Background: an optimization exercise with open tools, aiming at small area. Do not read the settings as production practice. Where RTL was checked, it was by simulation tests only, not by an equivalence proof against the original. Power and IR drop assume default switching activity.

Setup of the previous run:
// rv_core
module rv_core (
  input  logic        i_clk,
  input  logic        i_rst,
  input  logic        i_valid_i,
  input  logic        i_valid_d,
  input  logic [31:0] i_data_in_i,
  input  logic [31:0] i_data_in_d,
  output logic [31:0] o_addr_i,
  output logic [31:0] o_addr_d,
  output logic [3:0]  o_we_d,
  output logic        o_rd_d,
  output logic [31:0] o_data_out_d
);
  localparam logic [2:0] S_CLR   = 3'd0;   
  localparam logic [2:0] S_FETCH = 3'd1;   
  localparam logic [2:0] S_EX1   = 3'd2;   
  localparam logic [2:0] S_EX2   = 3'd3;   
  localparam logic [2:0] S_MEMW  = 3'd4;   
  localparam logic [2:0] S_GO1   = 3'd5;   
  localparam logic [2:0] S_GO2   = 3'd6;   
  logic [2:0]  st;
  logic [4:0]  ph;
  logic [31:2] ir;
  logic [31:0] pc_q;
  logic [31:0] a_q;
  logic [31:0] d_q;
  logic [4:0]  sh;
  logic        c1;
  logic        c2;
  logic        eqf;
  logic        ltf;
  logic        last;
  logic        ex1;
  logic        ex2;
  logic        memw;
  logic        in_pass;
  logic        end_pass;
  logic [2:0] f3;
  logic       is_br;
  logic       is_jal;
  logic       is_jalr;
  logic       is_jump;
  logic       is_alu;
  logic       is_op;
  logic       is_u;
  logic       is_lui;
  logic       is_auipc;
  logic       is_load;
  logic       is_store;
  logic       alu_sh;
  logic       alu_slt;
  logic       alu_sll;
  logic       alu_sra;
  logic       alu_log;
  logic       two_pass;
  logic       final_pass;
  assign f3       = ir[14:12];
  assign is_br    = ir[6] & ~ir[2];
  assign is_jal   = ir[6] & ir[3];
  assign is_jalr  = ir[6] & ir[2] & ~ir[3];
  assign is_jump  = ir[6] & ir[2];
  assign is_alu   = ~ir[6] & ir[4] & ~ir[2];
  assign is_op    = is_alu & ir[5];
  assign is_u     = ~ir[6] & ir[2];
  assign is_lui   = is_u & ir[5];
  assign is_auipc = is_u & ~ir[5];
  assign is_load  = ~ir[6] & ~ir[4] & ~ir[5];
  assign is_store = ~ir[6] & ~ir[4] & ir[5];
  ...
Size: about 1700 cells after synthesis, roughly 1100 flip-flops, ~170 I/O pins, ~28000 um2 of cells after synthesis.
Settings: LEC_CHECK=0, CAP_MARGIN=20, CORE_MARGIN=2, CORE_UTILIZATION=70, PLACE_DENSITY=0.85, SLEW_MARGIN=20; clock period 7.0 ns.
standard.sh (not shown) runs the stock make flow with config.mk's settings and CLKGATE_MAP_FILE= SYNTH_SCRIPT=/design/flow/synth_recipe.tcl, a recipe that flattens the netlist after the stock synthesis.
==> flow/flow/run.sh <==
#!/bin/bash
# Standard ORFS layout, with small port buffers and a clock tree of small
# buffers without dummy loads. Each tool's output goes to a log file here.
set -euo pipefail
export BUFFER_PORTS_ARGS="-buffer_cell sky130_fd_sc_hd__buf_1"
export CTS_ARGS="-sink_clustering_enable -repair_clock_nets -dont_use_dummy_load -buf_list sky130_fd_sc_hd__clkbuf_8 -sink_clustering_size 19 -sink_clustering_max_diameter 100"
bash standard.sh synth > log_synth.txt 2>&1
bash standard.sh finish > log_finish.txt 2>&1
Edits applied to the flow inputs when going from the previous run to the current run:
==> flow/flow/run.sh <==
#!/bin/bash
# Standard ORFS layout, with small port buffers and a clock tree of small
# buffers without dummy loads. Each tool's output goes to a log file here.
set -euo pipefail
export BUFFER_PORTS_ARGS="-buffer_cell sky130_fd_sc_hd__buf_1"
export CTS_ARGS="-sink_clustering_enable -repair_clock_nets -dont_use_dummy_load -buf_list sky130_fd_sc_hd__clkbuf_4 -sink_clustering_size 10 -sink_clustering_max_diameter 80"
bash standard.sh synth > log_synth.txt 2>&1
bash standard.sh finish > log_finish.txt 2>&1
Results
On routed wire length: the current run sits below the previous run. Routed length on met3 in the current run is 9.9% below the previous run. In the current run the cell count turned out about 2.8% higher than in the previous run. Diff the previous run -> the current run: largest stage delay on the critical path went down by 0.12 ns; sequential share of cell area now sits at about the same level; final area flat. Cmp the current run vs the previous run: signed area change from the synthesized netlist to the final layout higher in the current run. The current run vs. the previous run: via-per-instance ratio saw a decrease, total number of vias now larger, count of clock-net buffers in the final layout moved up.

rv_core, a different RTL version from the one above (not shown whole).
For scale: ~170 I/O pins, roughly 28000 um2 of cells after synthesis.
Settings: LEC_CHECK=0, ABC_AREA=1, CAP_MARGIN=20, CORE_MARGIN=2, CORE_UTILIZATION=40, SLEW_MARGIN=20; clock period 7.0 ns.
==> flow/flow/run.sh <==
#!/bin/bash
# Standard ORFS layout, with small port buffers and a clock tree of small
# buffers without dummy loads. Each tool's output goes to a log file here.
set -euo pipefail
export BUFFER_PORTS_ARGS="-buffer_cell sky130_fd_sc_hd__buf_1"
export CTS_ARGS="-sink_clustering_enable -repair_clock_nets -dont_use_dummy_load -buf_list sky130_fd_sc_hd__clkbuf_8 -sink_clustering_size 18 -sink_clustering_max_diameter 60"
bash standard.sh synth > log_synth.txt 2>&1
bash standard.sh finish > log_finish.txt 2>&1
The first run finished clean.
==> next run, changes <==
ABC_AREA = default   (was 1)
CORE_UTILIZATION = 70   (was 40)
PLACE_DENSITY = 0.85   (was default)
Outcome:
- sequential cell count does not change
- via count shrinks by 8.8%
- sequential share of layout area rose by 1.7 points
- cell count decreases by 25%
- routed wire length increases by 3.5%
- total power fell by 1.0%
- clock-buffer cell count went down by 4
- critical path depth fell by 5
- utilization came out higher by 31 points
- die area decreases by 42%
- synthesized area is about the same
==> next run, changes <==
==> flow/run.sh (new file) <==
#!/bin/bash
# synth_recipe.tcl (not shown) runs the flow's synth.tcl, then flattens the netlist and writes it again
# the make line also repeats each setting of config.mk as NAME=value (left out here)
make -C /OpenROAD-flow-scripts/flow DESIGN_CONFIG=/design/flow/config.mk WORK_HOME=/design/flow/orfs CLKGATE_MAP_FILE= SYNTH_SCRIPT=/design/flow/synth_recipe.tcl finish
CORE_UTILIZATION = 40   (was 70)
PLACE_DENSITY = default   (was 0.85)
removed: flow/flow/run.sh
removed: flow/standard.sh
Wire length fell by a few percent.
Clock-buffer cell count rose by 74.
Global-route usage fell by 11 points.
Maximum frequency fell by roughly a tenth.
Worst hold slack improved by 0.019 ns.
Utilization fell by 27 points.
Cell count rose by about a fifth.
Power rose by a quarter to a third.
Synthesized area does not change.
Critical path depth stays the same.
Function was not checked in any run of this note: the RTL went through the layout flow alone.

rv_core, a different RTL version from the one above (not shown whole).
For scale: roughly 1700 cells after synthesis, roughly 170 I/O pins, roughly 27000 um^2 of cells after synthesis.
==> flow/config.mk <==
export PLATFORM = sky130hd
export DESIGN_NAME = rv_core
export DESIGN_NICKNAME = rv_core
export VERILOG_FILES = /design/flow/design.v
export SDC_FILE = /design/flow/constraint.sdc
export NUM_CORES = 4
export LEC_CHECK = 0
export CAP_MARGIN = 20
export CORE_MARGIN = 2
export CORE_UTILIZATION = 70
export PLACE_DENSITY = 0.85
export SLEW_MARGIN = 20
==> flow/constraint.sdc <==
create_clock -name core_clock -period 7.0 [get_ports {i_clk}]
set_input_delay 1.4000 -clock core_clock [delete_from_list [all_inputs] [get_ports {i_clk}]]
set_output_delay 1.4000 -clock core_clock [all_outputs]
set_load 0.01 [all_outputs]
==> flow/flow/run.sh <==
#!/bin/bash
# Standard ORFS layout, with small port buffers and a clock tree of small
# buffers without dummy loads. Each tool's output goes to a log file here.
set -euo pipefail
export BUFFER_PORTS_ARGS="-buffer_cell sky130_fd_sc_hd__buf_1"
export CTS_ARGS="-sink_clustering_enable -repair_clock_nets -dont_use_dummy_load -buf_list sky130_fd_sc_hd__clkbuf_8 -sink_clustering_size 19 -sink_clustering_max_diameter 100"
bash standard.sh synth > log_synth.txt 2>&1
bash standard.sh finish > log_finish.txt 2>&1
Rerun with:
--- a/flow/flow/run.sh
+++ b/flow/flow/run.sh
@@ -6 +6 @@
-export CTS_ARGS="-sink_clustering_enable -repair_clock_nets -dont_use_dummy_load -buf_list sky130_fd_sc_hd__clkbuf_8 -sink_clustering_size 19 -sink_clustering_max_diameter 100"
+export CTS_ARGS="-sink_clustering_enable -repair_clock_nets -dont_use_dummy_load -buf_list sky130_fd_sc_hd__clkbuf_4 -sink_clustering_size 11 -sink_clustering_max_diameter 80"
Flip-flop and latch count does not change.
Design area shrinks slightly.
Worst setup slack got worse by 0.19 ns.
Register-to-register slack improved by 0.02 ns.
Core utilization shrinks by 0.26 points.
Critical path depth does not change.
Fmax shrinks by a few percent.
No run of this note included a check of the RTL's function; only the layout flow was run.

## the baseline
Another version of the RTL of rv_core (not shown whole).
For scale: roughly 170 I/O pins, roughly 27000 µm² of cells after synthesis.
==> flow/config.mk <==
export PLATFORM = sky130hd
export DESIGN_NAME = rv_core
export DESIGN_NICKNAME = rv_core
export VERILOG_FILES = /design/flow/design.v
export SDC_FILE = /design/flow/constraint.sdc
export NUM_CORES = 4
export LEC_CHECK = 0
export CAP_MARGIN = 20
export CORE_MARGIN = 2
export CORE_UTILIZATION = 70
export PLACE_DENSITY = 0.85
export SLEW_MARGIN = 20
==> flow/constraint.sdc <==
create_clock -name core_clock -period 7.0 [get_ports {i_clk}]
set_input_delay 1.4000 -clock core_clock [delete_from_list [all_inputs] [get_ports {i_clk}]]
set_output_delay 1.4000 -clock core_clock [all_outputs]
set_load 0.01 [all_outputs]
==> flow/flow/run.sh <==
#!/bin/bash
# Standard ORFS layout, with small port buffers and a clock tree of small
# buffers without dummy loads. Each tool's output goes to a log file here.
set -euo pipefail
export BUFFER_PORTS_ARGS="-buffer_cell sky130_fd_sc_hd__buf_1"
export CTS_ARGS="-sink_clustering_enable -repair_clock_nets -dont_use_dummy_load -buf_list sky130_fd_sc_hd__clkbuf_8 -sink_clustering_size 20 -sink_clustering_max_diameter 40"
bash standard.sh synth > log_synth.txt 2>&1
bash standard.sh finish > log_finish.txt 2>&1
No stage failed in the baseline, and the final checks on the layout all came back clean.
[inputs] the candidate vs the baseline
==> flow/flow/run.sh <==
#!/bin/bash
# Standard ORFS layout, with small port buffers and a clock tree of small
# buffers without dummy loads. Each tool's output goes to a log file here.
set -euo pipefail
export BUFFER_PORTS_ARGS="-buffer_cell sky130_fd_sc_hd__buf_1"
export CTS_ARGS="-sink_clustering_enable -repair_clock_nets -dont_use_dummy_load -buf_list sky130_fd_sc_hd__clkbuf_8 -sink_clustering_size 18 -sink_clustering_max_diameter 60"
bash standard.sh synth > log_synth.txt 2>&1
bash standard.sh finish > log_finish.txt 2>&1
--- outcome ---
Compared with the baseline, the candidate shows post-route fraction of the period consumed by the critical path higher by 0.71 points. Diff the baseline -> the candidate: wire length of the first global-routing pass increased by about 2.8% relative to the old numbers; vias per cell increased by 0.53% relative to the old numbers; final non-filler cell area decreased by about 0.8% relative to the old numbers; worst hold margin increased by 0.051 ns relative to the old numbers.

[static timing again, ports no longer ideal]
The results above use ideal ports. As a check the final layouts listed here were re-extracted and re-timed, cells and wires unchanged. Step 1 sets driving cells, clkbuf_16 on the clock port and buf_2 on the other inputs (assumed; they add their load-dependent delay and slew). Step 2 adds t to the input delays and takes it off the output delays; t is the mean of the earliest and latest rising clock arrival at the registers after step 1. Input paths then give back, and output paths get back, about the clock's delay inside the block. Slacks: no drivers / after step 1 / after step 2; pairs: no drivers / after step 1.
| run | shift t [ns] | setup slack, ns | worst setup path at the end | worst slew at a driven data input, ns | cell pins on the clock port's net |
|---|---|---|---|---|---|
| the previous run | 0.689 | 0.397 / 0.347 / 1.036 | register to output | 0.08 | 1 |
| the current run | 0.855 | 0.431 / 0.380 / 1.234 | register to output | 0.07 | 1 |
| the first run of note 2 | 0.683 | 0.833 / 0.780 / 1.463 | register to output | 0.09 | 1 |
| the second run of note 2 | 0.658 | 1.197 / 1.146 / 1.804 | register to output | 0.08 | 1 |
| the third run of note 2 | 0.676 | 0.521 / 0.467 / 1.143 | register to output | 0.13 | 1 |
| the first run of note 3 | 0.675 | 0.860 / 0.805 / 1.480 | register to output | 0.11 | 1 |
| the second run of note 3 | 0.834 | 0.673 / 0.622 / 1.456 | register to output | 0.09 | 1 |
| the baseline | 0.685 | 1.084 / 1.035 / 1.720 | register to output | 0.06 | 1 |
| the candidate | 0.679 | 1.035 / 0.985 / 1.664 | register to output | 0.07 | 1 |
After both steps every run listed still meets setup and hold.
